What follows belongs to an exercise in optimizing a design on an open flow for small area; a production flow would make more cautious choices.
In this exercise RTL edits were held to simulation tests only and were not proved equivalent to the original.
The clock input has no modelled driver; a real chip could not lean on it and would need a root buffer or a full tree.
No activity file was given, so power comes from the tool's default toggle rates.

==> flow/design.v <==
`default_nettype none
package armPkg;
    localparam int DATA_W = 32;
endpackage
`default_nettype wire
`timescale 1ns/1ns
`default_nettype none
module armMulticycle (
    input  logic        clk,
    input  logic        reset,
    input  logic [31:0] readData,
    output logic [31:0] adr,
    output logic [31:0] writeData,
    output logic        memWrite
);
    logic [4:0] ph;
    logic       first;
    logic       pcz;
    logic       w1;
    logic       ph0, ph31;
    assign ph0  = (ph == 5'd0);
    assign ph31 = (ph == 5'd31);
    logic [31:0] rf [0:14];
    logic [31:0] pcr;
    logic [31:0] adrr;
    logic [31:0] wd;
    logic [31:0] ir;
    logic [31:0] instr;
    logic        irLoad;
    assign irLoad = ~first & ~w1 & ph0;
    assign instr  = irLoad ? readData : ir;
    logic [3:0] cond, cmd, rn, rd, rm, rb;
    logic [1:0] cls;
    logic       isDp, isMem, isBr, immBit, sBit, lBit;
    logic       isAnd, isOrr, isSub, isCmp, isAdd4;
    assign cond   = readData[31:28];
    assign cls    = instr[27:26];
    assign immBit = instr[25];
    assign cmd    = instr[24:21];
    assign sBit   = instr[20];
    assign lBit   = instr[20];
    assign rn     = instr[19:16];
    assign rd     = instr[15:12];
    assign rm     = instr[3:0];
    assign isDp   = (cls == 2'b00);
    assign isMem  = (cls == 2'b01);
    assign isBr   = (cls == 2'b10);
    assign isAnd  = isDp & (cmd == 4'b0000);
    assign isOrr  = isDp & (cmd == 4'b1100);
    assign isCmp  = (cmd == 4'b1010);
    assign isSub  = isDp & ((cmd == 4'b0010) | isCmp);
    assign isAdd4 = (cmd == 4'b0100);
    logic fn, fz, fc, fv;
    logic pass;
    logic passNow;
    logic passReg;
    assign pass = irLoad ? passNow : passReg;
    always_comb begin
        case (cond)
            4'd0:  passNow = fz;
            4'd1:  passNow = ~fz;
            4'd2:  passNow = fc;
            4'd3:  passNow = ~fc;
            4'd4:  passNow = fn;
            4'd5:  passNow = ~fn;
            4'd6:  passNow = fv;
            4'd7:  passNow = ~fv;
            4'd8:  passNow = fc & ~fz;
            4'd9:  passNow = ~fc | fz;
            4'd10: passNow = (fn == fv);
            4'd11: passNow = (fn != fv);
            4'd12: passNow = ~fz & (fn == fv);
            4'd13: passNow = fz | (fn != fv);
            default: passNow = 1'b1;
        endcase
    end
    logic c4, c8;
    logic c4in, c8in;
    logic k4;
    logic pcTap, s4, s8;
    assign pcTap = pcr[0] & ~pcz;
    assign k4    = (ph == 5'd2);
    assign c4in  = ~ph0 & c4;
    assign c8in  = ~ph0 & c8;
    assign s4    = pcTap ^ k4 ^ c4in;
    assign s8    = s4 ^ k4 ^ c8in;
    logic [14:0] tap;
    logic        portA, portB;
    for (genvar g = 0; g < 15; g++) begin : gTap
        assign tap[g] = rf[g][0];
    end
    assign rb    = isMem ? rd : rm;
    assign portA = (isBr | (rn == 4'd15)) ? s8 : tap[rn];
    assign portB = (rb == 4'd15) ? s8 : tap[rb];
    logic [4:0]  immK;
    logic [4:0]  idx;
    logic [31:0] immVec;
    logic        immS;
    always_comb begin
        case (cls)
            2'b00:   immK = {instr[11:8], 1'b0};
            2'b01:   immK = 5'd0;
            default: immK = 5'd30;
        endcase
    end
    assign idx    = ph + immK;
    assign immVec = {2'b00, {6{instr[23]}}, instr[23:0]};
    assign immS   = immVec[idx] & (isBr | (isMem ? (idx < 5'd12) : (idx < 5'd8)));
    logic opB, bx, cin, cout, sum, res;
    logic cy, zacc;
    assign opB  = (isDp & ~immBit) ? portB : immS;
    assign bx   = opB ^ isSub;
    assign cin  = ph0 ? isSub : cy;
    assign sum  = portA ^ bx ^ cin;
    assign cout = (portA & bx) | (portA & cin) | (bx & cin);
    assign res  = isAnd ? (portA & opB) : (isOrr ? (portA | opB) : sum);
    logic run0;
    logic pcNext, pcIn, adrIn;
    logic we;
    logic wbit;
    assign run0   = ~first & ~w1;
    assign pcNext = (isBr & pass) ? res : s4;
    assign pcIn   = w1 ? pcTap : pcNext;
    assign adrIn  = ~first & (w1 ? pcTap : (isMem ? res : pcNext));
    assign we   = w1 ? (lBit & pass) : (run0 & isDp & pass & ~isCmp);
    assign wbit = w1 ? (ph0 ? readData[0] : wd[0]) : res;
    always_ff @(posedge clk) begin
        for (int i = 0; i < 15; i++) begin
            rf[i] <= {(we && rd == i[3:0]) ? wbit : rf[i][0], rf[i][31:1]};
        end
        pcr  <= {pcIn, pcr[31:1]};
        if (w1 && ph0) begin
            wd <= {readData[0], readData[31:1]};
        end else begin
            wd <= {portB, wd[31:1]};
        end
        ir      <= instr;
        passReg <= pass;
        c4   <= (pcTap & k4) | (pcTap & c4in) | (k4 & c4in);
        c8   <= (s4 & k4) | (s4 & c8in) | (k4 & c8in);
        cy   <= cout;
        zacc <= (~ph0 & zacc) | res;
    end
    logic flagWe;
    assign flagWe = run0 & ph31 & isDp & pass & (sBit | isCmp);
    always_ff @(posedge clk or posedge reset) begin
        if (reset) begin
            ph       <= 5'd31;
            first    <= 1'b1;
            pcz      <= 1'b1;
            adrr     <= 32'd0;
            w1       <= 1'b0;
            memWrite <= 1'b0;
            fn       <= 1'b0;
            fz       <= 1'b0;
            fc       <= 1'b0;
            fv       <= 1'b0;
        end else begin
            ph       <= ph + 5'd1;
            first    <= 1'b0;
            adrr     <= {adrIn, adrr[31:1]};
            memWrite <= run0 & ph31 & isMem & ~lBit & pass;
            if (ph31 && !first) begin
                pcz <= 1'b0;
                w1  <= run0 & isMem;
            end
            if (flagWe) begin
                fn <= res;
                fz <= ~(zacc | res);
                if (isAdd4 | isSub) begin
                    fc <= cout;
                    fv <= cin ^ cout;
                end
            end
        end
    end
    assign adr       = adrr;
    assign writeData = wd;
endmodule
`default_nettype wire
clock: 8.0 ns
lec_check: 0
abc_area: 1
cap_margin: 20
core_margin: 2
core_utilization: 40
slew_margin: 20
standard.sh (not shown) runs the stock make flow with config.mk's settings and CLKGATE_MAP_FILE= SYNTH_SCRIPT=/design/flow/synth_recipe.tcl, a recipe that flattens the netlist after the stock synthesis.
==> flow/flow/run.sh <==
#!/bin/bash
# Standard ORFS layout with lighter port buffers and a leaner clock tree.
set -euo pipefail
export BUFFER_PORTS_ARGS="-buffer_cell sky130_fd_sc_hd__buf_1"
export CTS_ARGS="-sink_clustering_enable -repair_clock_nets -dont_use_dummy_load -buf_list {sky130_fd_sc_hd__clkbuf_16} -root_buf sky130_fd_sc_hd__clkbuf_8 -sink_clustering_size 36 -sink_clustering_max_diameter 80"
bash standard.sh > orfs_flow.log 2>&1
The starting point finished clean.
==> next run, changes <==
==> flow/flow/run.sh (replaced) <==
#!/bin/bash
# ORFS layout with an area-oriented ABC mapping script, light port buffers
# and a lean clock tree. Each tool's output goes to a log in this folder.
set -euo pipefail
W=$PWD
rm -rf "$W/orfs_scripts"
cp -r "$FLOW_HOME/scripts" "$W/orfs_scripts"
cp "$W/flow/abc_area.script" "$W/orfs_scripts/abc_area.script"
export BUFFER_PORTS_ARGS="-buffer_cell sky130_fd_sc_hd__buf_1"
export CTS_ARGS="-sink_clustering_enable -repair_clock_nets -dont_use_dummy_load -buf_list {sky130_fd_sc_hd__clkbuf_16} -sink_clustering_size 30 -sink_clustering_max_diameter 80"
bash standard.sh SCRIPTS_DIR="$W/orfs_scripts" synth > "$W/synth.log" 2>&1
bash standard.sh SCRIPTS_DIR="$W/orfs_scripts" > "$W/orfs_flow.log" 2>&1
==> flow/flow/abc_area.script (new file) <==
strash
&get -n
&fraig -x
&put
scorr
dc2
strash
&get -n
&dch -f
&nf -R 1000
&put
=>
- The changed run ran to the end with no violations
- via count shrinks by about 17%
- register-to-register slack is worse by 0.68 ns
- sequential cell count is unchanged
==> next run, changes <==
==> flow/flow/run.sh (replaced) <==
#!/bin/bash
# Standard ORFS layout with lighter port buffers and a leaner clock tree.
set -euo pipefail
export BUFFER_PORTS_ARGS="-buffer_cell sky130_fd_sc_hd__buf_1"
export CTS_ARGS="-sink_clustering_enable -repair_clock_nets -dont_use_dummy_load -buf_list {sky130_fd_sc_hd__clkbuf_16} -sink_clustering_size 30 -sink_clustering_max_diameter 80"
bash standard.sh > orfs_flow.log 2>&1
removed: flow/flow/abc_area.script
What happened:
- The new run went through all stages and came out clean
- design area goes up by 3.8%
- register-to-register slack gets better by 0.67 ns
- routed wire length is higher by 18%
- die area rises by 4.2%
- maximum frequency came out higher by 11%
- worst hold slack is worse by 0.029 ns
- sequential power fell by about 3%
==> next run, changes <==
==> flow/flow/run.sh (replaced) <==
#!/bin/bash
# ORFS layout with an area-oriented ABC mapping script, light port buffers
# and a lean clock tree. Each tool's output goes to a log in this folder.
set -euo pipefail
W=$PWD
rm -rf "$W/orfs_scripts"
cp -r "$FLOW_HOME/scripts" "$W/orfs_scripts"
cp "$W/flow/abc_area.script" "$W/orfs_scripts/abc_area.script"
export BUFFER_PORTS_ARGS="-buffer_cell sky130_fd_sc_hd__buf_1"
export CTS_ARGS="-sink_clustering_enable -repair_clock_nets -dont_use_dummy_load -buf_list {sky130_fd_sc_hd__clkbuf_16} -sink_clustering_size 36 -sink_clustering_max_diameter 60"
bash standard.sh SCRIPTS_DIR="$W/orfs_scripts" synth > "$W/synth.log" 2>&1
bash standard.sh SCRIPTS_DIR="$W/orfs_scripts" > "$W/orfs_flow.log" 2>&1
==> flow/flow/abc_area.script (new file) <==
strash
&get -n
&fraig -x
&put
scorr
dc2
strash
&get -n
&dch -f
&nf -R 1000
&put
CORE_UTILIZATION = 70   (was 40)
PLACE_DENSITY = 0.8   (was unset)
What happened: Fmax came out lower by 6.5%; power came out higher by 2.4%; setup slack degrades by 0.43 ns.


== v36 ==
armMulticycle, a different RTL version from the one above (not shown whole).
Size in the first run: ~600 flip-flops, roughly 99 I/O pins, ~14000 um2 of cells after synthesis.
export LEC_CHECK = 0
export ABC_AREA = 1
export CAP_MARGIN = 20
export CORE_MARGIN = 2
export CORE_UTILIZATION = 40
export SLEW_MARGIN = 20
create_clock -name core_clock -period 8.0 [get_ports {clk}]
==> flow/flow/run.sh <==
#!/bin/bash
# ORFS layout with an area-oriented ABC mapping script, light port buffers
# and a two-level clock tree of its own (flow/cts.tcl in place of ORFS's
# cts.tcl). Each tool's output goes to a log in this folder.
set -euo pipefail
W=$PWD
rm -rf "$W/orfs_scripts"
cp -r "$FLOW_HOME/scripts" "$W/orfs_scripts"
cp "$W/flow/abc_area.script" "$W/orfs_scripts/abc_area.script"
cp "$W/flow/cts.tcl" "$W/orfs_scripts/cts.tcl"
export BUFFER_PORTS_ARGS="-buffer_cell sky130_fd_sc_hd__buf_1"
bash standard.sh SCRIPTS_DIR="$W/orfs_scripts" synth > "$W/synth.log" 2>&1
bash standard.sh SCRIPTS_DIR="$W/orfs_scripts" > "$W/orfs_flow.log" 2>&1
==> flow/flow/cts.tcl <==
# Clock tree stage: a two-level tree built directly instead of TritonCTS.
# The flip-flops are split into compact groups of at most CTS_GROUP_SIZE
# (columns by x, then rows by y); each group gets one leaf clock buffer at
# its centre, and one root buffer drives all the leaves from the clock port.
# Then the usual post-CTS legalisation and timing repair.
utl::set_metrics_stage "cts__{}"
source $::env(SCRIPTS_DIR)/load.tcl
erase_non_stage_variables cts
load_design 3_place.odb 3_place.sdc
source_step_tcl PRE CTS

set_dont_use $::env(DONT_USE_CELLS)

set group_size 31
if { [info exists ::env(CTS_GROUP_SIZE)] } {
  set group_size $::env(CTS_GROUP_SIZE)
}
set buf_name sky130_fd_sc_hd__clkbuf_16

set db [ord::get_db]
set block [ord::get_db_block]
set master [$db findMaster $buf_name]
set clk_port [lindex [$block getBTerms] 0]
foreach bt [$block getBTerms] {
  if { [$bt getName] == "clk" } { set clk_port $bt }
}
set clk_net [$clk_port getNet]

# Sinks: every clock pin on the clock net
set sinks {}
foreach it [$clk_net getITerms] {
  set inst [$it getInst]
  set bb [$inst getBBox]
  set x [expr { ([$bb xMin] + [$bb xMax]) / 2 }]
  set y [expr { ([$bb yMin] + [$bb yMax]) / 2 }]
  lappend sinks [list $x $y $it]
}
set n [llength $sinks]
set k [expr { ($n + $group_size - 1) / $group_size }]
set cols [expr { int(sqrt($k) + 0.5) }]
if { $cols < 1 } { set cols 1 }
puts "Clock tree: $n sinks, $k groups in $cols columns"

# Groups per column, as even as possible
set per_col {}
for { set c 0 } { $c < $cols } { incr c } {
  lappend per_col [expr { $k / $cols + ($c < $k % $cols ? 1 : 0) }]
}

set by_x [lsort -integer -index 0 $sinks]
set groups {}
set start 0
for { set c 0 } { $c < $cols } { incr c } {
  set kc [lindex $per_col $c]
  # sinks in this column, proportional to its number of groups
  if { $c == $cols - 1 } {
    set cnt [expr { $n - $start }]
  } else {
    set cnt [expr { ($n * $kc + $k - 1) / $k }]
    if { $start + $cnt > $n } { set cnt [expr { $n - $start }] }
  }
  set col [lsort -integer -index 1 [lrange $by_x $start [expr { $start + $cnt - 1 }]]]
  set start [expr { $start + $cnt }]
  set s 0
  for { set g 0 } { $g < $kc } { incr g } {
    set m [expr { ($cnt - $s) / ($kc - $g) + (($cnt - $s) % ($kc - $g) ? 1 : 0) }]
    lappend groups [lrange $col $s [expr { $s + $m - 1 }]]
    set s [expr { $s + $m }]
  }
}

# Root buffer at the centre of the sinks, driven by the clock port
set sx 0
set sy 0
foreach s $sinks {
  set sx [expr { $sx + [lindex $s 0] }]
  set sy [expr { $sy + [lindex $s 1] }]
}
set root [odb::dbInst_create $block $master "clkbuf_root"]
$root setLocation [expr { $sx / $n }] [expr { $sy / $n }]
$root setPlacementStatus PLACED
set root_net [odb::dbNet_create $block "clknet_root"]
$root_net setSigType CLOCK
[$root findITerm A] connect $clk_net
[$root findITerm X] connect $root_net

set i 0
foreach grp $groups {
  if { [llength $grp] == 0 } { continue }
  set gx 0
  set gy 0
  foreach s $grp {
    set gx [expr { $gx + [lindex $s 0] }]
    set gy [expr { $gy + [lindex $s 1] }]
  }
  set gn [llength $grp]
  set leaf [odb::dbInst_create $block $master "clkbuf_leaf_$i"]
  $leaf setLocation [expr { $gx / $gn }] [expr { $gy / $gn }]
  $leaf setPlacementStatus PLACED
  set leaf_net [odb::dbNet_create $block "clknet_leaf_$i"]
  $leaf_net setSigType CLOCK
  [$leaf findITerm A] connect $root_net
  [$leaf findITerm X] connect $leaf_net
  foreach s $grp {
    set it [lindex $s 2]
    $it disconnect
    $it connect $leaf_net
  }
  incr i
}
puts "Clock tree: $i leaf buffers"

set_propagated_clock [all_clocks]

set_placement_padding -global \
  -left $::env(CELL_PAD_IN_SITES_DETAIL_PLACEMENT) \
  -right $::env(CELL_PAD_IN_SITES_DETAIL_PLACEMENT)
detailed_placement
estimate_parasitics -placement

repair_timing_helper
detailed_placement
check_placement -verbose

report_metrics 4 "cts final"

source_step_tcl POST CTS

orfs_write_db $::env(RESULTS_DIR)/4_1_cts.odb
orfs_write_sdc $::env(RESULTS_DIR)/4_cts.sdc
Other scripts of this flow, unchanged in this note and not shown: flow/flow/abc_area.script
The inputs of v50 differ from those of v36 as listed below.
# v36
export LEC_CHECK = 0
export ABC_AREA = 1
export CAP_MARGIN = 20
export CORE_MARGIN = 2
export CORE_UTILIZATION = 40
export SLEW_MARGIN = 20
create_clock -name core_clock -period 8.0 [get_ports {clk}]
# v50
export LEC_CHECK = 0
export ABC_AREA = 1
export CAP_MARGIN = 20
export CORE_MARGIN = 2
export CORE_UTILIZATION = 85
export PLACE_DENSITY = 0.9
export SLEW_MARGIN = 20
create_clock -name core_clock -period 8.0 [get_ports {clk}]
--- a/flow/flow/cts.tcl
+++ b/flow/flow/cts.tcl
@@ -12,5 +12,5 @@
 set_dont_use $::env(DONT_USE_CELLS)
 
-set group_size 31
+set group_size 36
 if { [info exists ::env(CTS_GROUP_SIZE)] } {
   set group_size $::env(CTS_GROUP_SIZE)
@@ -77,5 +77,5 @@
   set sy [expr { $sy + [lindex $s 1] }]
 }
-set root [odb::dbInst_create $block $master "clkbuf_root"]
+set root [odb::dbInst_create $block [$db findMaster sky130_fd_sc_hd__clkbuf_8] "clkbuf_root"]
 $root setLocation [expr { $sx / $n }] [expr { $sy / $n }]
 $root setPlacementStatus PLACED
==> notes.md <==
- Status(v50) = ERROR, stage = 3_5_place_dp
- v50: horizontal die dimension lower than v36
- Per the comparison of v50 with v36, number of register bits inferred by synthesis now sits at about the same level, final RePlAce weighted congestion now sits at about the same level, half-perimeter wire length after placement now sits higher, area share of fa/ha/maj cells after synthesis now sits at about the same level.
- Chip height: v50 and v36 compared, higher one is v36
- Of v50 and v36, the lower starting utilization of the core area belongs to v36.
- Compared with v36, v50 shows number of rows in the core area lower by about 30%.
Modified inputs, v38 compared to v50
# v50
export LEC_CHECK = 0
export ABC_AREA = 1
export CAP_MARGIN = 20
export CORE_MARGIN = 2
export CORE_UTILIZATION = 85
export PLACE_DENSITY = 0.9
export SLEW_MARGIN = 20
create_clock -name core_clock -period 8.0 [get_ports {clk}]
# v38
export LEC_CHECK = 0
export ABC_AREA = 1
export CAP_MARGIN = 20
export CORE_MARGIN = 2
export CORE_UTILIZATION = 70
export PLACE_DENSITY = 0.8
export SLEW_MARGIN = 20
create_clock -name core_clock -period 8.0 [get_ports {clk}]
--- a/flow/flow/cts.tcl
+++ b/flow/flow/cts.tcl
@@ -12,5 +12,5 @@
 set_dont_use $::env(DONT_USE_CELLS)
 
-set group_size 36
+set group_size 34
 if { [info exists ::env(CTS_GROUP_SIZE)] } {
   set group_size $::env(CTS_GROUP_SIZE)
### Flow results
- v50 | ERROR | 3_5_place_dp
- v38 went all the way through synthesis, placement and routing and the layout is clean on timing, DRC and antenna.
- Post-synth design cell area: v38 vs v50 identical
- Looking at v38 and v50, the xor and xnor area share after synthesis is a wash.
- The initial cell density of the core of v38 is lower than that of v50.
- Taking v50 as 1.0, v38 lands at 1.10 on vertical die dimension.
Changes in v27 relative to v38:
--- a/flow/flow/cts.tcl
+++ b/flow/flow/cts.tcl
@@ -12,5 +12,5 @@
 set_dont_use $::env(DONT_USE_CELLS)
 
-set group_size 34
+set group_size 36
 if { [info exists ::env(CTS_GROUP_SIZE)] } {
   set group_size $::env(CTS_GROUP_SIZE)
[summary]
- Summary of the comparison: routed length on met3 is higher in v27, relative to v38.
- As far as number of standard cells in the final layout excluding fillers is concerned, v38 and v27 perform about the same.
- Per the comparison of v27 with v38, number of nets in the synthesized netlist neither gained nor lost much; setup slack increased 0.0082 ns; first-pass GRT wire length now smaller; growth of design area from synthesis to finish lost 0.18 points.
- The total wire length in v27 sits 2.0% below the value recorded for v38.
In v36, v38 and v27 the design's own scripts or RTL, not TritonCTS, make the clock network.

[what the ideal ports hide]
The flow's constraints put no driver on any port. The routed layouts listed below were extracted and timed again, unchanged, in two steps.
Step 1: set_driving_cell puts a clkbuf_16 on clk and a buf_2 on each other input, an assumption about the parent block.
Step 2, shift: input delay + t, output delay - t, t = (earliest + latest rising clock arrival at the registers) / 2. This alone moves slack from input paths to output paths.
Three values: ideal, step 1, step 2; two values: the first two.
run | shift t [ns] | setup slack, ns | worst setup path after step 2 | clock arrival spread, ns | cell pins on the clock port's net
the first run of note 1 | 0.660 | 1.837 / 1.837 / 1.837 | register to register | 0.074 / 0.074 | 1
the second run of note 1 | 0.575 | 1.161 / 1.161 / 1.161 | register to register | 0.049 / 0.049 | 1
the third run of note 1 | 0.599 | 1.827 / 1.827 / 1.827 | register to register | 0.087 / 0.087 | 1
the fourth run of note 1 | 0.578 | 1.397 / 1.397 / 1.352 | input to register | 0.062 / 0.063 | 1
v36 | 0.572 | 1.763 / 1.784 / 1.212 | input to register | 0.016 / 0.016 | 1
v38 | 0.684 | 1.868 / 1.883 / 1.199 | input to register | 0.014 / 0.014 | 1
v27 | 0.680 | 1.877 / 1.893 / 1.212 | input to register | 0.015 / 0.015 | 1
After both steps setup and hold are still met in every run listed. For v38, which loses most, drivers alone change the setup slack by +0.015 ns; drivers and shift together by -0.669 ns.
